This design comes from an exercise in tuning for small area and a short achievable clock period on the open sky130 flow, not from production work.
At most, simulation tests tie the RTL to the original design; equivalence was not proved.
Function not checked in run 5: the RTL went through the layout flow alone.
No activity file was given, so power comes from the tool's default toggle rates.

--- flow/design.v ---
`default_nettype none
package playfield_pkg;
    localparam int screen_width = 640;
    localparam int upper_bound  = 20;
    localparam int lower_bound  = 460;
    localparam int x_bits = 10;
    localparam int y_bits = 9;
    localparam logic [x_bits-1:0] x_offscreen = x_bits'(700);
    localparam logic [y_bits-1:0] y_offscreen = y_bits'(500);
    localparam int score_bits = 14;
    localparam logic [score_bits-1:0] score_max = score_bits'(9999);
    localparam logic [1:0] mode_idle = 2'd0;
    localparam logic [1:0] mode_run  = 2'd1;
endpackage
`default_nettype wire
`default_nettype none
package spawn_pkg;
    typedef union packed {
        struct packed {
            logic [7:0] placement;
            logic [7:0] gap;
            logic [7:0] height;
            logic [7:0] width;
        } byte_view;
        struct packed {
            logic [1:0]  zone;
            logic [5:0]  offset;
            logic [23:0] size_bytes;
        } edge_view;
    } spawn_rand_u;
    localparam logic [1:0] zone_upper = 2'd0;
    localparam logic [1:0] zone_lower = 2'd1;
    localparam logic [31:0] lfsr_seed = 32'h1d87_2b41;
    localparam logic [31:0] lfsr_taps = 32'h8020_0003;
    localparam int min_width  = 20;
    localparam int max_width  = 80;
    localparam int min_height = 20;
    localparam int max_height = 150;
    localparam int min_gap    = 80;
    localparam int max_gap    = 180;
    localparam int gap_bits   = 8;
    localparam int edge_zone = 60;
endpackage
`default_nettype wire
`default_nettype none
module spawn_rng (
    input  logic                              clk,
    input  logic                              rst_n,
    output logic [1:0]                        right_lo,
    output logic [7:0]                        right_hi,    
    output logic [playfield_pkg::y_bits-1:0]  top,
    output logic [playfield_pkg::y_bits-1:0]  bottom,
    output logic [5:0]                        wait_steps
);
    logic [31:0] lfsr;
    logic [31:0] lfsr_next;
    logic [7:0]  height_rem;      
    logic [7:0]  n_height_byte;
    logic [7:0]  n_height_rem;
    logic [5:0]  width_rem;       
    logic [6:0]  n_t0;
    logic [5:0]  n_width_rem;
    assign lfsr_next = {lfsr[30:0], ^(lfsr & spawn_pkg::lfsr_taps)};
    assign n_height_byte = lfsr_next[15:8];
    assign n_height_rem  = (n_height_byte >= 8'd131) ? n_height_byte - 8'd131 : n_height_byte;
    assign n_t0        = 7'(lfsr_next[5:0]) + 7'(3 * lfsr_next[7:6]);
    assign n_width_rem = (n_t0 >= 7'd61) ? 6'(n_t0 - 7'd61) : 6'(n_t0);
    spawn_shaper shaper (
        .rand_word  (lfsr),
        .height_rem (height_rem),
        .top        (top),
        .bottom     (bottom),
        .wait_steps (wait_steps)
    );
    assign right_lo = width_rem[1:0];
    assign right_hi = 8'd165 + 8'(width_rem[5:2]);
    always_ff @(posedge clk or negedge rst_n) begin
        if (!rst_n) begin
            lfsr <= spawn_pkg::lfsr_seed;
        end else begin
            lfsr <= lfsr_next;
        end
    end
    always_ff @(posedge clk) begin
        height_rem <= n_height_rem;
        width_rem  <= n_width_rem;
    end
endmodule
`default_nettype wire
`default_nettype none
module spawn_shaper (
    input  spawn_pkg::spawn_rand_u                  rand_word,
    input  logic [7:0]                              height_rem,  
    output logic [playfield_pkg::y_bits-1:0]        top,
    output logic [playfield_pkg::y_bits-1:0]        bottom,
    output logic [5:0]                              wait_steps   
);
    logic [7:0] b2, b3;
    logic [7:0] m1;      
    logic [5:0] eo;      
    logic [1:0] zone;
    assign b2 = rand_word.byte_view.gap;
    assign b3 = rand_word.byte_view.placement;
    assign zone = rand_word.edge_view.zone;
    assign m1 = height_rem;
    assign eo = (b3[5:0] >= 6'd60) ? b3[5:0] - 6'd60 : b3[5:0];
    logic [5:0] gh;
    logic [1:0] gl;
    logic       q1, q2;
    logic [5:0] gk;
    logic       gc;
    assign gh = b2[7:2];
    assign gl = b2[1:0];
    assign q1 = (gh > 6'd25) || (gh == 6'd25 && gl != 2'd0);    
    assign q2 = (gh > 6'd50) || (gh == 6'd50 && gl[1]);        
    always_comb begin
        if (q2) begin
            gk = 6'd34;      
            gc = (gl == 2'd3);
        end else if (q1) begin
            gk = 6'd59;      
            gc = gl[1];
        end else begin
            gk = 6'd20;
            gc = (gl != 2'd0);
        end
    end
    assign wait_steps = gh + gk + 6'(gc);
    logic [7:0] v;
    logic [8:0] a;
    assign v = zone[1] ? b3 : {2'b00, eo};
    assign a = 9'(m1) + 9'(v);
    always_comb begin
        if (zone == spawn_pkg::zone_lower) begin
            top    = 9'd440 - a;
            bottom = 9'd460 - 9'(v);
        end else begin
            top    = 9'd20 + 9'(v);
            bottom = 9'd40 + a;
        end
    end
endmodule
`default_nettype wire
`default_nettype none
module obstacle_slots #(
    parameter int NUM_OBSTACLES = 10
) (
    input  logic                                                   clk,
    input  logic                                                   rst_n,
    input  logic                                                   clear,
    input  logic                                                   advance,
    input  logic                                                   pause,
    input  logic [NUM_OBSTACLES-1:0]                               pick,
    input  logic [1:0]                                             right_lo,
    input  logic [7:0]                                             right_hi,
    input  logic [playfield_pkg::y_bits-1:0]                       top,
    input  logic [playfield_pkg::y_bits-1:0]                       bottom,
    output logic [NUM_OBSTACLES-1:0]                               active,
    output logic                                                   retire,
    output logic [NUM_OBSTACLES-1:0][playfield_pkg::x_bits-1:0]    box_left,
    output logic [NUM_OBSTACLES-1:0][playfield_pkg::x_bits-1:0]    box_right,
    output logic [NUM_OBSTACLES-1:0][playfield_pkg::y_bits-1:0]    box_top,
    output logic [NUM_OBSTACLES-1:0][playfield_pkg::y_bits-1:0]    box_bottom
);
    localparam int y_w = playfield_pkg::y_bits;
    logic [NUM_OBSTACLES-1:0] visible;
    logic [NUM_OBSTACLES-1:0] at_zero;
    logic [7:0]               left_n  [NUM_OBSTACLES];
    logic [7:0]               right_n [NUM_OBSTACLES];
    logic [1:0]               rlo_n   [NUM_OBSTACLES];
    logic [y_w-1:0]           top_n   [NUM_OBSTACLES];
    logic [y_w-1:0]           bot_n   [NUM_OBSTACLES];
    always_comb begin
        for (int i = 0; i < NUM_OBSTACLES; i++) begin
            at_zero[i] = (left_n[i] == 8'hff);
        end
    end
    assign retire = |(active & at_zero);
    always_ff @(posedge clk or negedge rst_n) begin
        if (!rst_n) begin
            active  <= '0;
            visible <= '0;
        end else if (clear) begin
            active  <= '0;
            visible <= '0;
        end else if (advance) begin
            active  <= pick | (active & ~at_zero);
            visible <= active & ~at_zero;
        end
    end
    always_ff @(posedge clk) begin
        for (int i = 0; i < NUM_OBSTACLES; i++) begin
            if (!pause) begin
                left_n[i]  <= pick[i] ? ~8'd160   : left_n[i] + 8'd1;
                right_n[i] <= pick[i] ? ~right_hi : right_n[i] + 8'd1;
            end
            if (pick[i]) begin
                rlo_n[i] <= ~right_lo;
                top_n[i] <= ~top;
                bot_n[i] <= ~bottom;
            end
        end
    end
    function automatic logic [9:0] show(input logic [9:0] edge_n, input logic [9:0] sentinel,
                                        input logic vis);
        for (int b = 0; b < 10; b++) begin
            show[b] = sentinel[b] ? ~(vis & edge_n[b]) : (vis & ~edge_n[b]);
        end
    endfunction
    always_comb begin
        for (int i = 0; i < NUM_OBSTACLES; i++) begin
            box_left[i]   = show({left_n[i], 2'b11}, 10'(playfield_pkg::x_offscreen),
                                 visible[i]);
            box_right[i]  = show({right_n[i], rlo_n[i]}, 10'(playfield_pkg::x_offscreen),
                                 visible[i]);
            box_top[i]    = y_w'(show(10'(top_n[i]), 10'(playfield_pkg::y_offscreen),
                                      visible[i]));
            box_bottom[i] = y_w'(show(10'(bot_n[i]), 10'(playfield_pkg::y_offscreen),
                                      visible[i]));
        end
    end
endmodule
`default_nettype wire
`default_nettype none
module obstacle_ctrl #(
    parameter int NUM_OBSTACLES = 10
) (
    input  logic                                   clk,
    input  logic                                   rst_n,
    input  logic [1:0]                             gamemode,
    input  logic [NUM_OBSTACLES-1:0]               active,
    input  logic                                   retire,
    input  logic [5:0]                             wait_steps,
    output logic                                   clear,
    output logic                                   advance,
    output logic                                   pause,
    output logic [NUM_OBSTACLES-1:0]               pick,
    output logic [playfield_pkg::score_bits-1:0]   score
);
    logic [5:0]               steps;
    logic                     ready;
    assign clear   = (gamemode == playfield_pkg::mode_idle);
    assign advance = (gamemode == playfield_pkg::mode_run);
    assign pause   = gamemode[1];
    assign ready   = (steps == 6'd0);
    always_comb begin
        logic lower_busy;
        lower_busy = ready;
        for (int i = 0; i < NUM_OBSTACLES; i++) begin
            pick[i]    = lower_busy && !active[i];
            lower_busy = lower_busy && active[i];
        end
    end
    logic [5:0]                              steps_run;
    logic [playfield_pkg::score_bits-1:0]    score_run;
    always_comb begin
        if (!ready) begin
            steps_run = steps - 6'd1;
        end else if (|pick) begin
            steps_run = wait_steps;
        end else begin
            steps_run = 6'd0;
        end
    end
    assign score_run = (retire && (score != playfield_pkg::score_max)) ? score + 1'b1 : score;
    always_ff @(posedge clk or negedge rst_n) begin
        if (!rst_n) begin
            steps <= 6'd20;
            score <= '0;
        end else if (clear) begin
            steps <= 6'd20;
            score <= '0;
        end else if (advance) begin
            steps <= steps_run;
            score <= score_run;
        end
    end
endmodule
`default_nettype wire
`default_nettype none
module obstacle_field #(
    parameter int NUM_OBSTACLES = 10,
    parameter int SCROLL_SPEED  = 4
) (
    input  logic                                                   clk,
    input  logic                                                   rst_n,
    input  logic [1:0]                                             gamemode,
    output logic [playfield_pkg::score_bits-1:0]                   score,
    output logic [NUM_OBSTACLES-1:0][playfield_pkg::x_bits-1:0]    box_left,
    output logic [NUM_OBSTACLES-1:0][playfield_pkg::x_bits-1:0]    box_right,
    output logic [NUM_OBSTACLES-1:0][playfield_pkg::y_bits-1:0]    box_top,
    output logic [NUM_OBSTACLES-1:0][playfield_pkg::y_bits-1:0]    box_bottom
);
    localparam int life_frames  = playfield_pkg::screen_width / SCROLL_SPEED + 1;
    localparam int min_interval = spawn_pkg::min_gap / SCROLL_SPEED + 1;
    localparam int max_on       = (life_frames + min_interval - 1) / min_interval;
    localparam int NUM_USED     = (max_on < NUM_OBSTACLES) ? max_on : NUM_OBSTACLES;
    logic [1:0]                       right_lo;
    logic [7:0]                       right_hi;
    logic [playfield_pkg::y_bits-1:0] top;
    logic [playfield_pkg::y_bits-1:0] bottom;
    logic [5:0]                       wait_steps;
    logic                             clear;
    logic                             advance;
    logic                             pause;
    logic                             retire;
    logic [NUM_USED-1:0]              active;
    logic [NUM_USED-1:0]              pick;
    spawn_rng spawn_rng_inst (
        .clk        (clk),
        .rst_n      (rst_n),
        .right_lo   (right_lo),
        .right_hi   (right_hi),
        .top        (top),
        .bottom     (bottom),
        .wait_steps (wait_steps)
    );
    obstacle_ctrl #(
        .NUM_OBSTACLES (NUM_USED)
    ) obstacle_ctrl_inst (
        .clk        (clk),
        .rst_n      (rst_n),
        .gamemode   (gamemode),
        .active     (active),
        .retire     (retire),
        .wait_steps (wait_steps),
        .clear      (clear),
        .advance    (advance),
        .pause      (pause),
        .pick       (pick),
        .score      (score)
    );
    obstacle_slots #(
        .NUM_OBSTACLES (NUM_USED)
    ) obstacle_slots_inst (
        .clk        (clk),
        .rst_n      (rst_n),
        .clear      (clear),
        .advance    (advance),
        .pause      (pause),
        .pick       (pick),
        .right_lo   (right_lo),
        .right_hi   (right_hi),
        .top        (top),
        .bottom     (bottom),
        .active     (active),
        .retire     (retire),
        .box_left   (box_left[NUM_USED-1:0]),
        .box_right  (box_right[NUM_USED-1:0]),
        .box_top    (box_top[NUM_USED-1:0]),
        .box_bottom (box_bottom[NUM_USED-1:0])
    );
    for (genvar i = NUM_USED; i < NUM_OBSTACLES; i++) begin : g_never_used
        assign box_left[i]   = playfield_pkg::x_offscreen;
        assign box_right[i]  = playfield_pkg::x_offscreen;
        assign box_top[i]    = playfield_pkg::y_offscreen;
        assign box_bottom[i] = playfield_pkg::y_offscreen;
    end
endmodule
`default_nettype wire
--- flow/flow/run.sh ---
#!/bin/bash
# Standard layout, with the smallest buffer on every port, timing repair
# aiming at a shorter period than the constraint asks, and the tie cells of
# the constant outputs paired (one conb_1 drives a HI and a LO port).
set -euo pipefail
export BUFFER_PORTS_ARGS="-buffer_cell sky130_fd_sc_hd__buf_1"
export SETUP_SLACK_MARGIN=8.8
results="$PWD/orfs/results/sky130hd/obstacle_field/base"
bash standard.sh "$results/3_3_place_gp.odb" > standard_place.log 2>&1
TIE_ODB="$results/3_3_place_gp.odb" openroad -no_init -no_splash -exit flow/merge_ties.tcl > merge_ties.log 2>&1
bash standard.sh > standard.log 2>&1
--- flow/flow/merge_ties.tcl ---
# Pair the tie cells that each drive one constant output port: one conb_1 has
# both a HI and a LO pin, so each LO tie cell's port moves to the LO pin of the
# nearest HI tie cell, and the emptied cell is removed.
set odb_file $::env(TIE_ODB)
read_db $odb_file
set block [ord::get_db_block]

proc port_xy {net} {
  set bt [lindex [$net getBTerms] 0]
  set bb [$bt getBBox]
  return [list [expr {([$bb xMin] + [$bb xMax]) / 2}] [expr {([$bb yMin] + [$bb yMax]) / 2}]]
}

set his {}
set los {}
foreach inst [$block getInsts] {
  if {[[$inst getMaster] getName] ne "sky130_fd_sc_hd__conb_1"} { continue }
  set hnet [[$inst findITerm HI] getNet]
  set lnet [[$inst findITerm LO] getNet]
  if {$hnet ne "NULL" && $lnet eq "NULL" && [llength [$hnet getBTerms]] == 1 && [llength [$hnet getITerms]] == 1} {
    lappend his [list $inst [port_xy $hnet]]
  } elseif {$lnet ne "NULL" && $hnet eq "NULL" && [llength [$lnet getBTerms]] == 1 && [llength [$lnet getITerms]] == 1} {
    lappend los [list $inst [port_xy $lnet]]
  }
}
puts "tie cells: [llength $his] HI, [llength $los] LO"

set merged 0
foreach lo $los {
  lassign $lo linst lxy
  set best -1
  set bestd 0
  set i 0
  foreach hi $his {
    lassign $hi hinst hxy
    set d [expr {abs([lindex $hxy 0] - [lindex $lxy 0]) + abs([lindex $hxy 1] - [lindex $lxy 1])}]
    if {$best < 0 || $d < $bestd} { set best $i; set bestd $d }
    incr i
  }
  if {$best < 0} { break }
  set hinst [lindex [lindex $his $best] 0]
  set his [lreplace $his $best $best]
  set it [$linst findITerm LO]
  set net [$it getNet]
  $it disconnect
  [$hinst findITerm LO] connect $net
  odb::dbInst_destroy $linst
  incr merged
  puts "merged [$net getName] at distance [expr {$bestd / 1000.0}] um"
}
puts "merged $merged tie cells"
write_db $odb_file
--- flow/standard.sh ---
#!/bin/bash
# synth_recipe.tcl (not shown) runs the flow's synth.tcl, then flattens the netlist and writes it again
# the make line also repeats each setting of config.mk as NAME=value (left out here)
make -C /OpenROAD-flow-scripts/flow DESIGN_CONFIG=/design/flow/config.mk WORK_HOME=/design/flow/orfs CLKGATE_MAP_FILE= SYNTH_SCRIPT=/design/flow/synth_recipe.tcl "${@:-finish}"
--- flow/config.mk ---
export PLATFORM = sky130hd
export DESIGN_NAME = obstacle_field
export DESIGN_NICKNAME = obstacle_field
export VERILOG_FILES = /design/flow/design.v
export SDC_FILE = /design/flow/constraint.sdc
export NUM_CORES = 4
export LEC_CHECK = 0
export CAP_MARGIN = 0
export CORE_MARGIN = 2
export CORE_UTILIZATION = 65
export CTS_BUF_LIST = sky130_fd_sc_hd__clkbuf_16
export CTS_CLUSTER_DIAMETER = 80
export CTS_CLUSTER_SIZE = 30
export SLEW_MARGIN = 0
export TNS_END_PERCENT = 0
--- flow/constraint.sdc ---
create_clock -name core_clock -period 13.0 [get_ports {clk}]
set_input_delay 2.6000 -clock core_clock [delete_from_list [all_inputs] [get_ports {clk}]]
set_output_delay 2.6000 -clock core_clock [all_outputs]
set_load 0.01 [all_outputs]
==> results of run 1 <==
[power by group through the flow]
stage	registers (mW)	clock network, mW	logic [mW]
floorplan	1.41	0	0.153
global placement	1.43	0	0.154
detailed placement	1.43	0	0.160
CTS	1.41	0.646	0.162
global route	1.42	0.681	0.187
finish	1.41	0.635	0.164
[flip-flops by register name, summed over array words and instances (netlist names), 14 cells and up]
signal	count
obstacle_ctrl_inst.score	14
obstacle_slots_inst.bot_n	72
obstacle_slots_inst.left_n	64
obstacle_slots_inst.right_n	64
obstacle_slots_inst.rlo_n	16
obstacle_slots_inst.top_n	72
spawn_rng_inst.lfsr	32
[worst paths after layout]
kind	to	slack [ns]	depth (start not counted)
worst max register to register	obstacle_slots_inst.top_n[4][7]$_DFFE_PP_	9.10	12
worst max-delay path	box_top[19]	8.71	3
worst min register to register	spawn_rng_inst.lfsr[16]$_DFF_PN1_	0.37	0
worst min-delay path	spawn_rng_inst.lfsr[16]$_DFF_PN1_	0.37	0
max in group asynchronous	obstacle_slots_inst.visible[1]$_DFFE_PN0P_	10.02	1
min in group asynchronous	spawn_rng_inst.lfsr[10]$_DFF_PN0_	2.22	1
[critical path, cell delays in order (launching register included)]
cell,delay [ns]
dfrtp_2,0.51
buf_8,0.25
nor2b_1,0.22
buf_1,0.18
[final cells by class]
class | count | area, um2
multi-input combinational | 1117 | 6410
inverter | 42 | 170
sequential | 370 | 10700
timing repair buffer | 321 | 1280
tap | 341 | 427
clock inverter | 12 | 85.1
fill | 2023 | 7530
clock buffer | 18 | 450
[metal layers]
metal  wire (um)  part of all wire [%]  global-route usage (%)  vias to the layer above
li1            -                     -                       -                     5952
met1       18700                    43                    42.9                     6199
met2       20300                    47                    46.9                      527
met3        3070                   7.1                    3.00                       66
met4        1090                   2.5                    7.51                        0
met5           0                     0                       0                        -
[cells in the final DEF, fill, tap and decap left out, types with 4 or more instances in the layout]
master and instances:
a21o_1 9, dfrtp_1 45, a21oi_1 44, ha_1 45, o21ai_1 8, nor2b_1 100
inv_1 40, dfxtp_1 14, and2_1 7, nor4_1 10, fa_1 5, xor2_1 65
nand3_1 63, edfxtp_1 288, dfrtp_4 6, conb_1 48, clkinv_1 5, nor2_1 104
and3_1 9, buf_4 14, nand4_1 6, clkbuf_16 18, xnor2_1 68, or3b_2 7
o21a_1 4, o21ai_0 68, nand2_1 336, or3_1 14, nand2b_1 12, nor3_1 27
dfstp_2 16, o22ai_1 4, buf_1 304
[kinds of logic after synthesis]
logic type | after synthesis | share of synthesized area, %
flip-flops | 370 | 59.3
AO/OA/AOI/OAI | 167 | 5.44
XOR/XNOR | 136 | 6.72
AND/OR/NAND/NOR | 711 | 18.4
adder cells (fa/ha/maj) | 50 | 3.69
multiplexers | 5 | 0.300
other | 2 | 0.0418
buffers and inverters | 191 | 6.11
==> impl_metrics.csv, run 1 <==
group,metric,value,unit
synthesis,synthCells,1632,
power,seqPwrFrac,63.8,%
sta,min_period_over_period,33.0,%
sta,rsz0062_at_grt,"true",
route,drtPass1Iterations,6,
clocking,clockBufferDepth,3,
floorplanning,die_area,29000,um2
clocking,postCtsSetupBuffers,0,
global_route,grt_overflow,0,
synthesis,synth.avg_cell_area,11.0,um2
worst_setup_path,crit_path_end_kind,"output pin",
synthesis,yosys.area.top_type,"edfxtp_1",
synthesis,synth_top_area_share,48.2,%
place,place_congestion,0.877,
final_layout,final_core_util,72.2,%
synthesis,synth-edff-count,288,
floorplanning,io_pins,398,
final_layout,diodes,0,
power,internal_power,1.67,mW
clocking,cts-buffers-inserted,17,
clocking,cts_sinks,370,
final_layout,synthToLayoutAreaGrowth,8.60,%
place,port_buffers,305,
worst_setup_path,arrival,1.69,ns
global_route,grt_pass1_vias,11409,
synthesis,yosys_warnings,9,
route,dr_total_vias,12744,
sta,setup_violations,0,
final_layout,layout.nets,1967,
power,swShare,24.3,%
run_status,status,"finished clean",
floorplanning,fp.coreArea,27000,um2
final_layout,fin_area,19500,um2
worst_setup_path,reg2reg_from,"spawn_rng_inst.lfsr[26]$_DFF_PN1_",
synthesis,seq_area_frac_synth,59.3,%
floorplanning,start_util,66.4,%
sta,tightest_slew,1.09,ns
sta,finalHoldViolCount,0,
global_route,grt_usage,29.1,%
clocking,clk_latency,0.53,ns
route,drc,0,
place,place_area,18900,um2
route,drtAntennaViolNets,0,
synthesis,synth_area,18000,um2
sta,fin_tns_setup,0,ns
synthesis,ys_top_cells_by_area,"edfxtp_1 48%, dfrtp_1 7.2%, nand2_1 7.0%, buf_4 3.8%, nor2b_1 3.5%",
worst_setup_path,cp.required,10.40,ns
power,total_power,2.21,mW
synthesis,synth.distinct_cells,68,
synthesis,synthArstFlopShare,18.4,%
floorplanning,row_count,60,
final_layout,fin_cells,2221,
synthesis,synth-seq-cells,370,
worst_setup_path,start_kind,"register",
global_route,grt_max_degree,137,
synthesis,synthTopCellsByCount,"337 x nand2_1, 288 x edfxtp_1, 104 x nor2_1",
route,drt_iter0_markers,1538,
sta,slew_violations,0,
floorplanning,die_x,170,um
place,dp_hpwl,31000,um
hold_path,hold_class,"reg -> reg",
clocking,cts_hold_buf,0,
worst_setup_path,path_max_fanout,29,
clocking,cts_tree,"built",
clocking,cts-root-buf,"clkbuf_16",
clocking,htreeDepth,1,
synthesis,ys.flop_type,"edfxtp_1",
job,maxCapViolations,0,
power,p_sw,0.536,mW
place,placed_cells,2191,
synthesis,synth_most_common_cell,"nand2_1",
sta,period_needed,4.29,ns
power,p_per_area,113,nW/um2
route,totalWireLength,43200,um
power,pwr-share-comb,7.4,%
clocking,path_clk_slew,0.12,ns
clocking,cts_resized,15,
global_route,antenna_found_initial,0,
sta,fin_skew,0.0232,ns
power,vdd_ir_drop_max,0.000113,V
route,avgViaCountPerCell,5.74,
global_route,grt_pass1_wl,64400,um
sta,setup_slack,8.71,ns
route,wl_per_cell,19.5,um
worst_setup_path,crit_path_start,"obstacle_slots_inst.visible[2]$_DFFE_PN0P_",
final_layout,drive_above_1_share,5.37,%
floorplanning,die_h,170,um
place,dp_slack,8.33,ns
sta,fin_hold_ws,0.369,ns
sta,clock.fmax,0.233,GHz
hold_path,hold_path_startpoint,"spawn_rng_inst.lfsr[15]$_DFF_PN0_",
power,p_leak,7.23,nW
sta,maxSlewHeadroom,26.5,%
worst_setup_path,path_class,"reg -> out",
power,clkPwrFrac,28.8,%
==> inputs of run 2 (changes only) <==
--- a/flow/config.mk
+++ b/flow/config.mk
@@ -13,3 +13,3 @@
 export CTS_CLUSTER_SIZE = 30
 export SLEW_MARGIN = 0
-export TNS_END_PERCENT = 0
+export TNS_END_PERCENT = 30
==> impl_metrics.csv, run 2 <==
group,metric,value,unit
clocking,cts-root-buf,"clkbuf_16",
synthesis,synth_top_family_by_area,"simple AND/OR/NAND/NOR gates",
global_route,grt_max_degree,137,
global_route,grt_usage,29.8,%
place,dp_hpwl,31000,um
final_layout,synthToLayoutAreaGrowth,9.79,%
synthesis,synth_compound_area_share,5.44,%
synthesis,synth.avg_cell_area,11.0,um2
sta,fin_skew,0.0340,ns
global_route,antenna_found_initial,0,
final_layout,layout_common_cells,"336 x nand2_1, 302 x buf_1, 288 x edfxtp_1",
power,p_leak,7.33,nW
route,drc,0,
final_layout,final_core_util,72.9,%
floorplanning,die_x,170,um
clocking,cts_tree,"built",
power,internal_power,1.67,mW
synthesis,ys_top_cells_by_area,"edfxtp_1 48%, dfrtp_1 7.2%, nand2_1 7.0%, buf_4 3.8%, nor2b_1 3.5%",
global_route,grt_overflow,0,
final_layout,drive_above_1_share,6.49,%
final_layout,n_fill_cell,1995,
worst_setup_path,slowest_delay,0.62,ns
route,drtAntennaViolNets,0,
worst_setup_path,cp.required,10.40,ns
synthesis,synthMuxAreaShare,0.300,%
route,drt_iter0_markers,1585,
clocking,htreeDepth,1,
sta,slew_violations,0,
clocking,cts_sinks,370,
power,pwr-share-comb,7.5,%
floorplanning,die_h,170,um
sta,min_period_over_period,32.6,%
final_layout,top_regs,"obstacle_slots_inst.bot_n: 72 flops, obstacle_slots_inst.top_n: 72 flops",
place,port_buffers,305,
clocking,clockBufferDepth,3,
synthesis,synthTopCellsByCount,"337 x nand2_1, 288 x edfxtp_1, 104 x nor2_1",
sta,tightest_slew,1.13,ns
synthesis,synth.distinct_cells,68,
global_route,grt_pass1_vias,11562,
route,dr_total_vias,12940,
sta,clock.fmax,0.236,GHz
global_route,grt_pass1_wl,65600,um
route,totalWireLength,45200,um
place,placed_cells,2191,
power,vdd_ir_drop_max,0.000113,V
final_layout,layout.nets,1981,
synthesis,synthAdderAreaFrac,3.69,%
synthesis,ys.flop_type,"edfxtp_1",
sta,maxSlewHeadroom,24.7,%
synthesis,synth-seq-cells,370,
route,avgViaCountPerCell,5.79,
synthesis,synth_area,18000,um2
power,p_per_area,112,nW/um2
synthesis,synthCells,1632,
final_layout,fin_cells,2235,
sta,period_needed,4.24,ns
worst_setup_path,path_class,"reg -> out",
synthesis,yosys_warnings,9,
sta,fin_tns_setup,0,ns
synthesis,seq_area_frac_synth,59.3,%
synthesis,synth_xor_area_share,6.72,%
power,p_sw,0.543,mW
worst_setup_path,start_kind,"register",
power,swShare,24.5,%
clocking,cts-buffers-inserted,17,
worst_setup_path,path_cells,"buf_8 -> nand2_1 -> buf_1",
sta,rsz0062_at_grt,"true",
synthesis,synth_top_area_share,48.2,%
synthesis,synth-edff-count,288,
sta,finalHoldViolCount,0,
place,place_congestion,0.877,
sta,setup_violations,0,
power,seqPwrFrac,63.6,%
final_layout,diodes,0,
hold_path,hold_class,"reg -> reg",
worst_setup_path,crit_path_end_kind,"output pin",
synthesis,yosys.area_share.simple,18.4,%
synthesis,synthArstFlopShare,18.4,%
floorplanning,row_count,60,
floorplanning,die_area,29000,um2
floorplanning,fp.coreArea,27000,um2
job,maxCapViolations,0,
synthesis,synth_most_common_cell,"nand2_1",
floorplanning,io_pins,398,
synthesis,yosys.area.top_type,"edfxtp_1",
worst_setup_path,path_max_fanout,20,
clocking,path_clk_slew,0.12,ns
floorplanning,start_util,66.4,%
run_status,status,"finished clean",
power,clkPwrFrac,28.9,%
worst_setup_path,cp_slowest_cell,"dfrtp_4",
worst_setup_path,arrival,1.64,ns
route,drtPass1Iterations,6,
clocking,clk_latency,0.54,ns
final_layout,final_common_cell,"nand2_1",
route,wl_per_cell,20.2,um
## run 2: cell count changes in the layout (fill, tap and decap cells not counted)
cell / delta
clkbuf_16: +1
buf_12: +3
buf_1: -2
nor2b_2: +2
buf_8: +3
dfrtp_2: +1
nor2b_4: +2
o21ai_2: +1
clkbuf_2: +2
dfrtp_1: -1
buf_4: +6
nor2b_1: -4
o21ai_1: -1
buf_6: +1
## run 2: cells by family after synthesis
group                      Yosys count
and+or+nand+nor                    711
DFF                                370
buffers and inverters              191
AOI/OAI and AO/OA                  167
xor gates and xnor gates           136
adders and majority gates           50
muxes                                5
other                                2
## run 2: area by class of cell
class / instances / area [um2] / share of cell area [%]
Multi-Input combinational cell: 1117 / 6440 / 32.7
Inverter: 42 / 170 / 0.863
Timing Repair Buffer: 335 / 1470 / 7.45
Tap cell: 341 / 427 / 2.16
Clock buffer: 18 / 450 / 2.28
Clock inverter: 12 / 85.1 / 0.432
Sequential cell: 370 / 10700 / 54.2
## run 2: worst paths after layout
kind / from / endpoint / slack (ns) / depth (start not counted)
max: obstacle_slots_inst.visible[5]$_DFFE_PN0P_ / box_top[51] / 8.76 / 3
min: spawn_rng_inst.lfsr[15]$_DFF_PN0_ / spawn_rng_inst.lfsr[16]$_DFF_PN1_ / 0.37 / 0
max reg2reg: spawn_rng_inst.lfsr[26]$_DFF_PN1_ / obstacle_slots_inst.top_n[1][7]$_DFFE_PP_ / 9.11 / 12
min reg2reg: spawn_rng_inst.lfsr[15]$_DFF_PN0_ / spawn_rng_inst.lfsr[16]$_DFF_PN1_ / 0.37 / 0
max in group asynchronous: rst_n / obstacle_slots_inst.visible[1]$_DFFE_PN0P_ / 10.02 / 1
min in group asynchronous: rst_n / spawn_rng_inst.lfsr[10]$_DFF_PN0_ / 2.21 / 1
## run 2: through the flow
step	power, mW	hold slack [ns]	area [um2]	worst slack, ns
final	2.21	0.369	19700	8.76
after global routing	2.28	0.377	19700	8.71
after floorplan	1.56	0.333	18300	9.01
after detailed placement	1.59	0.345	18900	8.33
after global placement	1.59	0.336	19100	8.37
after CTS	2.21	0.370	19500	8.69
## run 2: routing by layer
layer  part of all wire, %  wire (um)  GRT usage, %
met4                   3.0       1360          8.84
met1                    42      19200          42.9
met2                    48      21500          48.6
met5                     0          0             0
met3                   7.1       3190          3.40
## run 2: worst max-delay path, delay by kind of cell, from the launching register on
| kind | cells | cell delay, ns |
|---|---|---|
| flip-flops | 1 | 0.62 |
| AND/OR/NAND/NOR | 1 | 0.06 |
| buffers and inverters | 2 | 0.41 |
## run 2: timing repair
action / 4_1_cts / 5_1_grt
pin swaps: 0 / 1
gates resized for setup: 15 / 20
setup endpoints to repair: 269 / 186
setup buffers: 5 / 8
gates cloned: 0 / 1
hold buffers: 0 / 0
## run 2: power groups by stage
stage	logic, mW	registers, mW	clock network (mW)
2_1_floorplan	0.153	1.41	0
3_3_place_gp	0.154	1.43	0
3_5_place_dp	0.160	1.43	0
4_1_cts	0.163	1.41	0.646
5_1_grt	0.189	1.42	0.680
6_report	0.167	1.41	0.640
==> inputs of run 3 (changes only) <==
--- a/flow/config.mk
+++ b/flow/config.mk
@@ -13,3 +13,2 @@
 export CTS_CLUSTER_SIZE = 30
 export SLEW_MARGIN = 0
-export TNS_END_PERCENT = 30
==> impl_metrics.csv, run 3 <==
group,metric,value,unit
synthesis,ys.flop_type,"edfxtp_1",
global_route,antenna_found_initial,0,
hold_path,hold_path_startpoint,"spawn_rng_inst.lfsr[15]$_DFF_PN0_",
synthesis,synth.avg_cell_area,11.0,um2
clocking,cts-buffers-inserted,17,
clocking,cts-root-buf,"clkbuf_16",
route,drc,0,
global_route,grt_overflow,0,
synthesis,ys_top_cells_by_area,"edfxtp_1 48%, dfrtp_1 7.2%, nand2_1 7.0%, buf_4 3.8%, nor2b_1 3.5%",
final_layout,final_common_cell,"nand2_1",
synthesis,synth-seq-cells,370,
synthesis,yosys.area.top_type,"edfxtp_1",
synthesis,synth-edff-count,288,
synthesis,synth_top_area_share,48.2,%
sta,clock.fmax,0.240,GHz
route,totalWireLength,45900,um
floorplanning,fp.coreArea,27000,um2
floorplanning,die_h,170,um
clocking,cts_tree,"built",
run_status,status,"finished clean",
final_layout,top_regs,"obstacle_slots_inst.bot_n: 72 flops, obstacle_slots_inst.top_n: 72 flops",
power,p_per_area,112,nW/um2
synthesis,synth.distinct_cells,68,
sta,period_needed,4.17,ns
sta,slew_violations,0,
job,maxCapViolations,0,
sta,min_period_over_period,32.1,%
route,avgViaCountPerCell,5.81,
worst_setup_path,cp.required,10.40,ns
worst_setup_path,arrival,1.57,ns
synthesis,synthTopCellsByCount,"337 x nand2_1, 288 x edfxtp_1, 104 x nor2_1",
place,place_congestion,0.877,
route,drt_iter0_markers,1520,
worst_setup_path,start_kind,"register",
clocking,path_clk_slew,0.10,ns
sta,setup_slack,8.83,ns
global_route,grt_pass1_wl,66800,um
floorplanning,start_util,66.4,%
sta,finalHoldViolCount,0,
final_layout,n_fill_cell,1976,
synthesis,synth_area,18000,um2
global_route,grt_pass1_vias,11670,
final_layout,synthToLayoutAreaGrowth,10.1,%
worst_setup_path,path_max_fanout,20,
worst_setup_path,regToRegSetupSlack,9.12,ns
power,vdd_ir_drop_max,0.000113,V
floorplanning,die_x,170,um
global_route,grt_max_degree,137,
route,wl_per_cell,20.4,um
hold_path,whs_path_depth,0,
sta,maxSlewHeadroom,26.8,%
global_route,grt_usage,30.5,%
clocking,htreeDepth,1,
power,p_leak,7.37,nW
hold_path,whs_endpoint,"spawn_rng_inst.lfsr[16]$_DFF_PN1_",
final_layout,regArea,10700,um2
final_layout,layout.nets,1989,
route,drtAntennaViolNets,0,
sta,fin_skew,0.0305,ns
floorplanning,row_count,60,
synthesis,yosys_warnings,9,
synthesis,synthCells,1632,
clocking,clockBufferDepth,3,
final_layout,layout_common_cells,"336 x nand2_1, 303 x buf_1, 288 x edfxtp_1",
synthesis,synth_most_common_cell,"nand2_1",
synthesis,synthArstFlopShare,18.4,%
sta,tightest_slew,1.09,ns
worst_setup_path,r2r_cells,12,
final_layout,drive_above_1_share,6.83,%
floorplanning,io_pins,398,
place,port_buffers,305,
clocking,clk_latency,0.54,ns
clocking,cts_sinks,370,
final_layout,multi_input_area,6440,um2
hold_path,hold_class,"reg -> reg",
place,dp_hpwl,31000,um
final_layout,fin_cells,2244,
floorplanning,die_area,29000,um2
worst_setup_path,r2r_end,"obstacle_slots_inst.top_n[1][7]$_DFFE_PP_",
place,placed_cells,2191,
place,dp_slack,8.33,ns
sta,setup_violations,0,
worst_setup_path,path_class,"reg -> out",
synthesis,seq_area_frac_synth,59.3,%
route,dr_total_vias,13047,
worst_setup_path,reg2reg_from,"spawn_rng_inst.lfsr[26]$_DFF_PN1_",
sta,rsz0062_at_grt,"true",
sta,fin_tns_setup,0,ns
worst_setup_path,crit_path_end_kind,"output pin",
clocking,cts_hold_buf,0,
route,drtPass1Iterations,5,
run 3: cell count changes in the layout (fill, tap and decap cells not counted), sizes merged:
cell,change
diode,+1
buf,+9
clkbuf,-1
run 3: kinds of logic after synthesis:
kind of cell	count (synthesis)	synth area share, %
AND/OR/NAND/NOR	711	18.4
flip-flops	370	59.3
buffers and inverters	191	6.11
AO/OA/AOI/OAI	167	5.44
XOR/XNOR	136	6.72
adder cells (fa/ha/maj)	50	3.69
multiplexers	5	0.300
other	2	0.0418
run 3: worst max-delay path by stage:
stage,startpoint,endpoint,slack [ns],cells after the start
2_1_floorplan,gamemode[1],obstacle_ctrl_inst.steps[1]$_DFFE_PN0P_,9.01,5
3_3_place_gp,gamemode[1],obstacle_ctrl_inst.steps[5]$_DFFE_PN0P_,8.37,7
3_5_place_dp,gamemode[1],obstacle_ctrl_inst.steps[5]$_DFFE_PN0P_,8.33,7
4_1_cts,obstacle_slots_inst.visible[0]$_DFFE_PN0P_,box_right[0],8.73,3
5_1_grt,obstacle_slots_inst.visible[1]$_DFFE_PN0P_,box_right[15],8.77,3
6_report,obstacle_slots_inst.visible[1]$_DFFE_PN0P_,box_bottom[11],8.83,3
run 3: area by class of cell:
class                           instances  area share, %
Inverter                               42          0.861
Clock inverter                         12          0.431
Timing Repair Buffer                  343           7.66
Sequential cell                       370           54.0
Multi-Input combinational cell       1117           32.6
Clock buffer                           18           2.28
Tap cell                              341           2.16
Antenna cell                            1         0.0127
run 3: power breakdown:
part           internal (mW)  switching [mW]  total, mW
logic                 0.0673           0.101      0.168
registers               1.34          0.0660       1.41
clock network          0.264           0.376      0.640
run 3: per-stage QoR:
step / cell area (um2) / utilization (%) / hold WS (ns) / power [mW]
6_report: 19800 / 73.1 / 0.375 / 2.22
5_1_grt: 19800 / 73.1 / 0.377 / 2.29
2_1_floorplan: 18300 / - / 0.333 / 1.56
3_5_place_dp: 18900 / 69.9 / 0.345 / 1.59
4_1_cts: 19600 / 72.6 / 0.370 / 2.22
3_3_place_gp: 19100 / 70.6 / 0.336 / 1.59
run 3: worst max-delay path, cell delays in order, from the launching register on:
cell and delay (ns):
dfrtp_4 0.61, buf_8 0.21, nand2_1 0.07, buf_1 0.15
run 3: timing repair:
item	in CTS	in global routing
gates resized for setup	22	12
pin swaps	0	1
hold endpoints to repair	0	0
setup buffers	13	8
setup endpoints to repair	269	154
cloned	0	1
run 3: layer usage:
layer	global-route usage [%]	wire, um	up-vias
met4	9.25	1290	0
met5	0	0	-
li1	-	-	5993
met2	50.1	22100	583
met3	3.67	3330	70
met1	43.3	19100	6401
==> inputs of run 4 (changes only) <==
--- a/flow/config.mk
+++ b/flow/config.mk
@@ -10,5 +10,5 @@
 export CORE_UTILIZATION = 65
 export CTS_BUF_LIST = sky130_fd_sc_hd__clkbuf_16
-export CTS_CLUSTER_DIAMETER = 80
-export CTS_CLUSTER_SIZE = 30
+export CTS_CLUSTER_DIAMETER = 70
+export CTS_CLUSTER_SIZE = 26
 export SLEW_MARGIN = 0
==> impl_metrics.csv, run 4 <==
group,metric,value,unit
run_status,status,"finished clean",
floorplanning,die_x,170,um
final_layout,n_fill_cell,1980,
place,dp_hpwl,31000,um
place,place_area,18900,um2
hold_path,hold_class,"reg -> reg",
synthesis,ys.flop_type,"edfxtp_1",
sta,period_needed,4.19,ns
synthesis,synth.avg_cell_area,11.0,um2
worst_setup_path,arrival,1.59,ns
synthesis,synth_area,18000,um2
final_layout,diodes,0,
route,totalWireLength,45700,um
clocking,path_clk_slew,0.10,ns
synthesis,synth_top_area_share,48.2,%
worst_setup_path,start_kind,"register",
place,port_buffers,305,
sta,slew_violations,0,
clocking,cts_hold_buf,0,
floorplanning,die_h,170,um
synthesis,synth-edff-count,288,
floorplanning,row_count,60,
worst_setup_path,crit_path_start,"obstacle_slots_inst.visible[7]$_DFFE_PN0P_",
sta,maxSlewHeadroom,23.1,%
route,wl_per_cell,20.3,um
final_layout,fin_area,19800,um2
synthesis,synthCells,1632,
final_layout,layout.nets,1991,
route,drc,0,
power,total_power,2.28,mW
power,p_leak,7.41,nW
synthesis,synthTopCellsByCount,"337 x nand2_1, 288 x edfxtp_1, 104 x nor2_1",
route,drt_iter0_markers,1438,
sta,rsz0062_at_grt,"true",
worst_setup_path,crit_path_end_kind,"output pin",
floorplanning,io_pins,398,
sta,setup_violations,0,
global_route,grt_pass1_wl,66600,um
clocking,htreeDepth,1,
place,dp_slack,8.33,ns
clocking,cts-root-buf,"clkbuf_16",
final_layout,synthToLayoutAreaGrowth,10.4,%
sta,tightest_slew,1.14,ns
route,dr_total_vias,12932,
sta,fin_tns_setup,0,ns
power,vdd_ir_drop_max,0.000107,V
sta,setup_slack,8.81,ns
synthesis,synth.distinct_cells,68,
worst_setup_path,cp-endpoint,"box_left[72]",
route,avgViaCountPerCell,5.75,
synthesis,ys_top_cells_by_area,"edfxtp_1 48%, dfrtp_1 7.2%, nand2_1 7.0%, buf_4 3.8%, nor2b_1 3.5%",
power,p_per_area,115,nW/um2
route,drtPass1Iterations,5,
final_layout,layout_common_cells,"336 x nand2_1, 304 x buf_1, 288 x edfxtp_1",
synthesis,synth-seq-cells,370,
clocking,clockBufferDepth,3,
floorplanning,start_util,66.4,%
sta,finalHoldViolCount,0,
synthesis,yosys.area.top_type,"edfxtp_1",
place,place_congestion,0.877,
worst_setup_path,cp.required,10.40,ns
worst_setup_path,r2r_end,"obstacle_slots_inst.top_n[6][8]$_DFFE_PP_",
floorplanning,fp.coreArea,27000,um2
final_layout,final_common_cell,"nand2_1",
floorplanning,die_area,29000,um2
sta,min_period_over_period,32.3,%
sta,fin_skew,0.0187,ns
global_route,grt_usage,30.4,%
route,drtAntennaViolNets,0,
worst_setup_path,path_class,"reg -> out",
clocking,clk_latency,0.55,ns
synthesis,synthArstFlopShare,18.4,%
clocking,cts-buffers-inserted,20,
job,maxCapViolations,0,
sta,fin_hold_ws,0.366,ns
synthesis,seq_area_frac_synth,59.3,%
global_route,grt_overflow,0,
global_route,antenna_found_initial,0,
worst_setup_path,r2r_cells,12,
final_layout,drive_above_1_share,6.82,%
synthesis,yosys_warnings,9,
place,placed_cells,2191,
final_layout,fin_cells,2248,
worst_setup_path,path_max_fanout,20,
worst_setup_path,regToRegSetupSlack,9.14,ns
sta,clock.fmax,0.238,GHz
clocking,cts_sinks,370,
global_route,grt_pass1_vias,11709,
clocking,cts_tree,"built",
final_layout,top_regs,"obstacle_slots_inst.bot_n: 72 flops, obstacle_slots_inst.top_n: 72 flops",
worst_setup_path,reg2reg_from,"spawn_rng_inst.lfsr[26]$_DFF_PN1_",
synthesis,synth_most_common_cell,"nand2_1",
global_route,grt_max_degree,137,
final_layout,final_core_util,73.3,%
==> run 4: worst min path at each step <==
stage | start | to | slack [ns] | cells after the start
final | spawn_rng_inst.lfsr[15]$_DFF_PN0_ | spawn_rng_inst.lfsr[16]$_DFF_PN1_ | 0.37 | 0
after CTS | spawn_rng_inst.lfsr[15]$_DFF_PN0_ | spawn_rng_inst.lfsr[16]$_DFF_PN1_ | 0.37 | 0
after floorplan | spawn_rng_inst.lfsr[15]$_DFF_PN0_ | spawn_rng_inst.lfsr[16]$_DFF_PN1_ | 0.33 | 0
after global routing | spawn_rng_inst.lfsr[15]$_DFF_PN0_ | spawn_rng_inst.lfsr[16]$_DFF_PN1_ | 0.37 | 0
after detailed placement | spawn_rng_inst.lfsr[15]$_DFF_PN0_ | spawn_rng_inst.lfsr[16]$_DFF_PN1_ | 0.35 | 0
after global placement | spawn_rng_inst.lfsr[15]$_DFF_PN0_ | spawn_rng_inst.lfsr[16]$_DFF_PN1_ | 0.34 | 0
==> run 4: logic make-up (layout without fill, tap and decap cells) <==
kind of cell | Yosys count | in the layout | share of synthesized area, %
buffers and inverters | 191 | 420 | 6.11
AND/OR/NAND/NOR | 711 | 711 | 18.4
AO/OA/AOI/OAI | 167 | 167 | 5.44
other | 2 | 48 | 0.0418
flip-flops | 370 | 370 | 59.3
adder cells (fa/ha/maj) | 50 | 50 | 3.69
multiplexers | 5 | 5 | 0.300
XOR/XNOR | 136 | 136 | 6.72
==> run 4: repair_timing <==
action	in CTS	in global routing
endpoints found under the hold margin	0	0
resized for setup	22	7
buffers inserted	10	11
pin swaps	0	1
endpoints found under the setup margin	267	148
==> run 4: layout make-up <==
type | count | area, um2 | area share (%)
Clock inverter | 15 | 108 | 0.543
Tap cell | 341 | 427 | 2.15
Timing Repair Buffer | 342 | 1490 | 7.51
Inverter | 42 | 170 | 0.858
Clock buffer | 21 | 526 | 2.65
Sequential cell | 370 | 10700 | 53.9
Multi-Input combinational cell | 1117 | 6430 | 32.4
==> run 4: metal layers <==
layer  up-vias  global-route usage [%]  share of wire, %
met3        73                    4.19               7.4
met1      6317                    43.3                42
li1       5994                       -                 -
met4         0                    8.99               2.9
met5         -                       0                 0
met2       548                    49.4                48
==> run 4: where the power goes <==
group          total (mW)  internal (mW)  switching [mW]  leakage (nW)
logic               0.169         0.0673           0.101          3.19
registers            1.41           1.34          0.0658          3.89
clock network       0.702          0.308           0.395         0.329
total                2.28           1.72           0.562          7.41
==> run 4: worst max-delay path, stage by stage, from the launching register on <==
cell,delay [ns]
dfrtp_4,0.61
buf_8,0.21
nand2_1,0.08
buf_1,0.16
==> inputs of run 5 (changes only) <==
--- a/flow/design.v
+++ b/flow/design.v
@@ -192,5 +192,11 @@
         for (int i = 0; i < NUM_OBSTACLES; i++) begin
             if (!pause) begin
-                left_n[i]  <= pick[i] ? ~8'd160   : left_n[i] + 8'd1;
+                if (pick[i]) begin
+                    left_n[i] <= ~8'd175;
+                end else if (active[i] && !visible[i]) begin
+                    left_n[i] <= ~8'd159;
+                end else begin
+                    left_n[i] <= left_n[i] + 8'd1;
+                end
                 right_n[i] <= pick[i] ? ~right_hi : right_n[i] + 8'd1;
             end
@@ -211,5 +217,5 @@
         for (int i = 0; i < NUM_OBSTACLES; i++) begin
             box_left[i]   = show({left_n[i], 2'b11}, 10'(playfield_pkg::x_offscreen),
-                                 visible[i]);
+                                 active[i]);
             box_right[i]  = show({right_n[i], rlo_n[i]}, 10'(playfield_pkg::x_offscreen),
                                  visible[i]);
--- a/flow/config.mk
+++ b/flow/config.mk
@@ -10,5 +10,5 @@
 export CORE_UTILIZATION = 65
 export CTS_BUF_LIST = sky130_fd_sc_hd__clkbuf_16
-export CTS_CLUSTER_DIAMETER = 70
-export CTS_CLUSTER_SIZE = 26
+export CTS_CLUSTER_DIAMETER = 80
+export CTS_CLUSTER_SIZE = 30
 export SLEW_MARGIN = 0
==> impl_metrics.csv, run 5 <==
group,metric,value,unit
synthesis,synth-edff-count,288,
worst_setup_path,start_kind,"register",
sta,fin_skew,0.0308,ns
worst_setup_path,r2r_end,"obstacle_slots_inst.top_n[3][7]$_DFFE_PP_",
route,drtPass1Iterations,6,
route,wl_per_cell,20.2,um
sta,rsz0062_at_grt,"true",
synthesis,synthCells,1680,
global_route,grt_overflow,0,
synthesis,synthTopCellsByCount,"316 x nand2_1, 288 x edfxtp_1, 137 x nor2_1",
final_layout,n_fill_cell,2088,
sta,tightest_slew,1.27,ns
final_layout,regArea,10700,um2
sta,setup_slack,8.81,ns
synthesis,synthArstFlopShare,18.4,%
worst_setup_path,slowest_delay,0.60,ns
hold_path,hold_path_startpoint,"spawn_rng_inst.lfsr[23]$_DFF_PN1_",
route,drc,0,
global_route,grt_pass1_vias,12147,
sta,slew_violations,0,
run_status,status,"finished clean",
floorplanning,die_area,29400,um2
synthesis,synth-seq-cells,370,
hold_path,hold_class,"reg -> reg",
final_layout,top_regs,"obstacle_slots_inst.bot_n: 72 flops, obstacle_slots_inst.top_n: 72 flops",
final_layout,layout.nets,2031,
global_route,antenna_found_initial,0,
clocking,path_clk_slew,0.11,ns
floorplanning,die_x,172,um
synthesis,ys.flop_type,"edfxtp_1",
place,dp_slack,8.51,ns
floorplanning,row_count,61,
final_layout,final_common_cell,"nand2_1",
route,drtAntennaViolNets,0,
clocking,htreeDepth,1,
sta,clock.fmax,0.238,GHz
clocking,clockBufferDepth,3,
power,vdd_ir_drop_max,0.000132,V
worst_setup_path,arrival,1.59,ns
synthesis,synth.distinct_cells,73,
synthesis,synth_most_common_cell,"nand2_1",
synthesis,seq_area_frac_synth,58.4,%
worst_setup_path,path_class,"reg -> out",
floorplanning,start_util,65.8,%
worst_setup_path,path_max_fanout,16,
place,place_congestion,0.919,
final_layout,layout_common_cells,"316 x nand2_1, 294 x buf_1, 288 x edfxtp_1",
sta,fin_tns_setup,0,ns
power,p_per_area,111,nW/um2
sta,setup_violations,0,
worst_setup_path,r2r_cells,12,
job,maxCapViolations,0,
synthesis,ys_top_cells_by_area,"edfxtp_1 47%, dfrtp_1 7.1%, nand2_1 6.5%, buf_4 3.9%, xnor2_1 3.2%",
global_route,grt_usage,30.3,%
sta,maxSlewHeadroom,15.3,%
power,p_leak,7.49,nW
global_route,grt_pass1_wl,68100,um
clocking,cts-buffers-inserted,17,
synthesis,synth.avg_cell_area,10.9,um2
sta,min_period_over_period,32.3,%
place,dp_hpwl,32100,um
worst_setup_path,regToRegSetupSlack,9.17,ns
synthesis,synth_top_area_share,47.4,%
sta,finalHoldViolCount,0,
worst_setup_path,cp.required,10.40,ns
hold_path,whs_endpoint,"spawn_rng_inst.lfsr[24]$_DFF_PN1_",
clocking,cts_hold_buf,0,
floorplanning,fp.coreArea,27700,um2
final_layout,synthToLayoutAreaGrowth,10.0,%
floorplanning,die_h,172,um
clocking,cts-root-buf,"clkbuf_16",
worst_setup_path,reg2reg_from,"spawn_rng_inst.lfsr[26]$_DFF_PN1_",
floorplanning,io_pins,398,
hold_path,whs_path_depth,0,
global_route,grt_max_degree,137,
worst_setup_path,cp_slowest_cell,"dfrtp_4",
route,dr_total_vias,13685,
route,drt_iter0_markers,1538,
sta,period_needed,4.19,ns
route,avgViaCountPerCell,5.89,
final_layout,multi_input_area,6700,um2
route,totalWireLength,46900,um
place,port_buffers,305,
clocking,cts_sinks,370,
synthesis,synth_area,18200,um2
clocking,clk_latency,0.54,ns
clocking,cts_tree,"built",
synthesis,yosys.area.top_type,"edfxtp_1",
final_layout,drive_above_1_share,6.74,%
worst_setup_path,crit_path_end_kind,"output pin",
synthesis,yosys_warnings,9,
worst_setup_path,path_cells,"buf_6 -> nand2_1 -> buf_1",
[run 5: kinds of logic after synthesis]
family	count (synthesis)	share of synthesized area [%]
buf+inv	194	5.95
simple gates	731	18.6
compound gates	195	6.71
flops	370	58.4
other cells	2	0.0412
fa+ha+maj	49	3.57
xor+xnor	130	6.24
mux	9	0.514
[run 5: layer usage]
metal	share of wire (%)	routed length, um	vias to the layer above	GRT usage, %
met5	0	0	-	0
met4	3.6	1680	0	10.5
met3	7.6	3580	91	3.20
met2	48	22600	688	48.6
met1	41	19100	6667	43.6
li1	-	-	6239	-
[run 5: cell type report]
type | count | share of cell area [%]
clock inverters | 13 | 0.567
well taps | 378 | 2.36
multi-input cells | 1162 | 33.4
flip-flops and latches | 370 | 53.3
diodes | 1 | 0.0125
repair buffers | 340 | 7.44
clock buffers | 17 | 2.12
inverters | 43 | 0.866
[run 5: stage by stage]
step                      hold slack, ns  power (mW)  instances  util [%]  area, um2
final                              0.369        2.23       2324      72.4      20100
after global routing               0.387        2.31       2323      72.4      20100
after CTS                          0.369        2.23       2311      72.0      19900
after detailed placement           0.377        1.60       2268      69.3      19200
after global placement             0.375        1.59       2312      69.9      19400
after floorplan                    0.333        1.57       1770         -      18600
[run 5: how the worst max path moves through the flow]
stage | cells past startpoint | slack, ns | startpoint | end
after floorplan | 5 | 8.89 | gamemode[1] | obstacle_ctrl_inst.score[13]$_DFFE_PN0P_
after global placement | 5 | 8.54 | gamemode[1] | obstacle_ctrl_inst.steps[1]$_DFFE_PN0P_
after detailed placement | 5 | 8.51 | gamemode[1] | obstacle_ctrl_inst.steps[1]$_DFFE_PN0P_
after CTS | 3 | 8.80 | obstacle_slots_inst.visible[5]$_DFFE_PN0P_ | box_top[53]
after global routing | 3 | 8.75 | obstacle_slots_inst.visible[4]$_DFFE_PN0P_ | box_bottom[37]
final | 3 | 8.81 | obstacle_slots_inst.visible[6]$_DFFE_PN0P_ | box_right[67]
[run 5: report_power, final]
part	leakage (nW)	switching [mW]	internal (mW)
Clock	0.281	0.376	0.272
Sequential	3.89	0.0652	1.35
Combinational	3.32	0.106	0.0691
[run 5: worst max-delay path: cells and delay by family (launching register included)]
kind / cells / cell delay, ns
DFF: 1 / 0.60
buffers and inverters: 2 / 0.36
and+or+nand+nor: 1 / 0.09
[run 5: repair_timing]
item	CTS	global route
hold endpoints to repair	0	0
setup buffers	13	12
gates resized for setup	27	12
cloned	0	0
endpoints found under the setup margin	234	91
==> inputs of run 6 (changes only) <==
--- a/flow/design.v
+++ b/flow/design.v
@@ -165,4 +165,5 @@
     localparam int y_w = playfield_pkg::y_bits;
     logic [NUM_OBSTACLES-1:0] visible;
+    logic [NUM_OBSTACLES-1:0] hidden;    
     logic [NUM_OBSTACLES-1:0] at_zero;
     logic [7:0]               left_n  [NUM_OBSTACLES];
@@ -181,10 +182,13 @@
             active  <= '0;
             visible <= '0;
+            hidden  <= '1;
         end else if (clear) begin
             active  <= '0;
             visible <= '0;
+            hidden  <= '1;
         end else if (advance) begin
             active  <= pick | (active & ~at_zero);
             visible <= active & ~at_zero;
+            hidden  <= ~active | at_zero;
         end
     end
@@ -192,11 +196,5 @@
         for (int i = 0; i < NUM_OBSTACLES; i++) begin
             if (!pause) begin
-                if (pick[i]) begin
-                    left_n[i] <= ~8'd175;
-                end else if (active[i] && !visible[i]) begin
-                    left_n[i] <= ~8'd159;
-                end else begin
-                    left_n[i] <= left_n[i] + 8'd1;
-                end
+                left_n[i]  <= pick[i] ? ~8'd160   : left_n[i] + 8'd1;
                 right_n[i] <= pick[i] ? ~right_hi : right_n[i] + 8'd1;
             end
@@ -209,7 +207,7 @@
     end
     function automatic logic [9:0] show(input logic [9:0] edge_n, input logic [9:0] sentinel,
-                                        input logic vis);
+                                        input logic vis, input logic hid);
         for (int b = 0; b < 10; b++) begin
-            show[b] = sentinel[b] ? ~(vis & edge_n[b]) : (vis & ~edge_n[b]);
+            show[b] = sentinel[b] ? ~(vis & edge_n[b]) : ~(hid | edge_n[b]);
         end
     endfunction
@@ -217,11 +215,11 @@
         for (int i = 0; i < NUM_OBSTACLES; i++) begin
             box_left[i]   = show({left_n[i], 2'b11}, 10'(playfield_pkg::x_offscreen),
-                                 active[i]);
+                                 visible[i], hidden[i]);
             box_right[i]  = show({right_n[i], rlo_n[i]}, 10'(playfield_pkg::x_offscreen),
-                                 visible[i]);
+                                 visible[i], hidden[i]);
             box_top[i]    = y_w'(show(10'(top_n[i]), 10'(playfield_pkg::y_offscreen),
-                                      visible[i]));
+                                      visible[i], hidden[i]));
             box_bottom[i] = y_w'(show(10'(bot_n[i]), 10'(playfield_pkg::y_offscreen),
-                                      visible[i]));
+                                      visible[i], hidden[i]));
         end
     end
==> impl_metrics.csv, run 6 <==
group,metric,value,unit
job,maxCapViolations,0,
floorplanning,die_h,170,um
worst_setup_path,path_cells,"nor2_1 -> buf_1",
floorplanning,fp.coreArea,27000,um2
hold_path,hold_class,"reg -> reg",
synthesis,synth-edff-count,288,
worst_setup_path,slowest_delay,0.76,ns
synthesis,synth_top_area_share,48.2,%
run_status,status,"finished clean",
synthesis,yosys.area.top_type,"edfxtp_1",
sta,rsz0062_at_grt,"false",
route,avgViaCountPerCell,5.91,
place,dp_slack,7.54,ns
final_layout,final_common_cell,"nand2_1",
synthesis,synth_most_common_cell,"nand2_1",
sta,setup_slack,8.84,ns
worst_setup_path,arrival,1.56,ns
synthesis,ys.flop_type,"edfxtp_1",
clocking,cts_sinks,378,
worst_setup_path,path_max_fanout,13,
synthesis,synth-seq-cells,378,
floorplanning,row_count,60,
final_layout,n_fill_cell,2050,
sta,clock.fmax,0.240,GHz
sta,min_period_over_period,32.0,%
sta,finalHoldViolCount,0,
floorplanning,die_area,29000,um2
clocking,cts_tree,"built",
global_route,grt_pass1_vias,12319,
sta,slew_violations,0,
floorplanning,io_pins,398,
global_route,grt_max_degree,70,
final_layout,synthToLayoutAreaGrowth,8.64,%
clocking,cts-root-buf,"clkbuf_16",
place,place_congestion,0.855,
place,port_buffers,305,
worst_setup_path,crit_buf_inv,1,
worst_setup_path,path_class,"reg -> out",
power,vdd_ir_drop_max,0.000116,V
sta,tightest_slew,1.27,ns
worst_setup_path,cp_top_family,"flip-flops",
worst_setup_path,cp-endpoint,"box_bottom[27]",
synthesis,seq_area_frac_synth,60.5,%
route,wl_per_cell,20.9,um
floorplanning,die_x,170,um
sta,maxSlewHeadroom,15.6,%
clocking,clockBufferDepth,3,
sta,period_needed,4.16,ns
synthesis,synth.distinct_cells,66,
clocking,clk_latency,0.52,ns
place,place_area,18900,um2
worst_setup_path,worst-path-stages,2,
clocking,htreeDepth,1,
synthesis,synth.avg_cell_area,10.9,um2
route,totalWireLength,46400,um
clocking,cts-buffers-inserted,16,
worst_setup_path,crit_path_end_kind,"output pin",
synthesis,ys_top_cells_by_area,"edfxtp_1 48%, dfrtp_1 7.2%, nand2_1 6.5%, nor2_1 4.5%, buf_4 3.9%",
global_route,grt_pass1_wl,69300,um
clocking,path_clk_slew,0.11,ns
global_route,grt_overflow,0,
route,drt_iter0_markers,1335,
worst_setup_path,start_kind,"register",
hold_path,whs_path_depth,0,
sta,setup_violations,0,
worst_setup_path,regToRegSetupSlack,9.13,ns
power,p_leak,7.38,nW
synthesis,synthArstFlopShare,20.1,%
worst_setup_path,r2r_cells,13,
global_route,antenna_found_initial,3,
worst_setup_path,r2r_end,"obstacle_slots_inst.bot_n[5][7]$_DFFE_PP_",
final_layout,layout.nets,1973,
route,drtPass1Iterations,5,
route,dr_total_vias,13156,
place,dp_hpwl,33100,um
floorplanning,start_util,66.5,%
final_layout,drive_above_1_share,5.57,%
final_layout,fin_area,19500,um2
worst_setup_path,cp_slowest_cell,"dfstp_2",
worst_setup_path,crit_path_start,"obstacle_slots_inst.hidden[3]$_DFFE_PN1P_",
sta,fin_tns_setup,0,ns
worst_setup_path,cp.required,10.40,ns
synthesis,synthTopCellsByCount,"310 x nand2_1, 288 x edfxtp_1, 214 x nor2_1",
sta,fin_skew,0.0155,ns
synthesis,yosys_warnings,9,
global_route,grt_usage,31.5,%
route,drc,0,
power,p_per_area,112,nW/um2
route,drtAntennaViolNets,0,
final_layout,top_regs,"obstacle_slots_inst.bot_n: 72 flops, obstacle_slots_inst.top_n: 72 flops",
worst_setup_path,reg2reg_from,"spawn_rng_inst.lfsr[26]$_DFF_PN1_",
final_layout,diodes,0,
synthesis,synth_area,18000,um2
final_layout,layout_common_cells,"310 x nand2_1, 303 x buf_1, 288 x edfxtp_1",
synthesis,synthCells,1644,
-- run 6: cell count changes after synthesis, sizes merged, moves of 9 or more --
cell   before  now
inv        40   49
or4        10    1
nor2b      92    6
and3       18    7
nand3      82   64
nor2      137  215
-- run 6: area by class of cell --
cell class                      instances  area, um2  share of cell area (%)
Timing Repair Buffer                  320       1290                    6.64
Sequential cell                       378      10900                    55.9
Clock inverter                         11       46.3                   0.237
Inverter                               50        193                   0.988
Clock buffer                           17        425                    2.18
Multi-Input combinational cell       1109       6230                    31.9
Tap cell                              341        427                    2.19
-- run 6: power breakdown --
| part | switching, mW | internal (mW) |
|---|---|---|
| clock | 0.360 | 0.243 |
| combinational | 0.0973 | 0.0625 |
| sequential | 0.0584 | 1.36 |
-- run 6: worst reg2reg max path: cells and delay by family (launching register included) --
kind | cells | cell delay, ns
xor+xnor | 2 | 0.89
fa+ha+maj | 3 | 0.83
simple gates | 3 | 0.58
flops | 1 | 0.57
buf+inv | 3 | 0.50
compound gates | 2 | 0.31
-- run 6: worst min-delay path by stage --
stage / start / end
after global placement: spawn_rng_inst.lfsr[15]$_DFF_PN0_ / spawn_rng_inst.lfsr[16]$_DFF_PN1_
after global routing: spawn_rng_inst.lfsr[23]$_DFF_PN1_ / spawn_rng_inst.lfsr[24]$_DFF_PN1_
after floorplan: spawn_rng_inst.lfsr[15]$_DFF_PN0_ / spawn_rng_inst.lfsr[16]$_DFF_PN1_
after CTS: spawn_rng_inst.lfsr[23]$_DFF_PN1_ / spawn_rng_inst.lfsr[24]$_DFF_PN1_
final: spawn_rng_inst.lfsr[23]$_DFF_PN1_ / spawn_rng_inst.lfsr[24]$_DFF_PN1_
after detailed placement: spawn_rng_inst.lfsr[23]$_DFF_PN1_ / spawn_rng_inst.lfsr[24]$_DFF_PN1_
-- run 6: repair_timing --
| item | 4_1_cts | 5_1_grt |
|---|---|---|
| gates cloned | 0 | 1 |
| resized for setup | 11 | 22 |
| setup endpoints to repair | 293 | 172 |
| hold endpoints to repair | 0 | 0 |
| buffers inserted | 1 | 0 |
| hold buffers | 0 | 0 |
-- run 6: per-layer routing --
layer	global-route usage, %	wire length (um)
met1	43.6	18700
met2	51.5	22300
met3	3.93	3270
met4	12.3	2070
met5	0	0
-- run 6: kinds of logic after synthesis --
kind of cell / Yosys count / synth area share [%]
DFF: 378 / 60.5
buffers and inverters: 203 / 6.32
adders and majority gates: 50 / 3.69
muxes: 4 / 0.237
AOI/OAI and AO/OA: 183 / 6.21
and+or+nand+nor: 690 / 16.4
xor gates and xnor gates: 134 / 6.58
other: 2 / 0.0418
-- run 6: stage by stage --
stage	utilization, %	hold WS [ns]	cells	power [mW]
after CTS	71.8	0.388	2225	2.18
after global placement	70.6	0.369	2240	1.59
after floorplan	-	0.333	1734	1.57
after detailed placement	70.0	0.369	2196	1.60
final	72.2	0.388	2226	2.18
after global routing	72.2	0.395	2226	2.25

==> what the ideal ports hide <==
In the flow no input, the clock included, has a driving cell. The finished layouts below were timed again as built, in two steps. Step 1 sets driving cells, clkbuf_16 on the clock port and buf_2 on the other inputs (assumed; they add their load-dependent delay and slew). Step 2, shift: input delay + t, output delay - t, t = (earliest + latest rising clock arrival at the registers) / 2. This alone moves slack from input paths to output paths. Three values: ideal ports, drivers, drivers and shift; two values: the first two.
| run | shift t [ns] | slack for setup (ns) | latest minus earliest clock arrival (ns) |
|---|---|---|---|
| run 1 | 0.571 | 8.709 / 8.660 / 8.433 | 0.023 / 0.023 |
| run 2 | 0.574 | 8.762 / 8.713 / 8.433 | 0.034 / 0.034 |
| run 3 | 0.575 | 8.830 / 8.780 / 8.466 | 0.031 / 0.031 |
| run 4 | 0.587 | 8.806 / 8.756 / 8.497 | 0.018 / 0.019 |
| run 5 | 0.572 | 8.806 / 8.755 / 8.492 | 0.032 / 0.032 |
| run 6 | 0.561 | 8.841 / 8.793 / 8.441 | 0.017 / 0.016 |
After both steps every run listed still meets setup and hold. For run 6, which loses most, drivers alone change the setup slack by -0.048 ns; drivers and shift together by -0.400 ns.
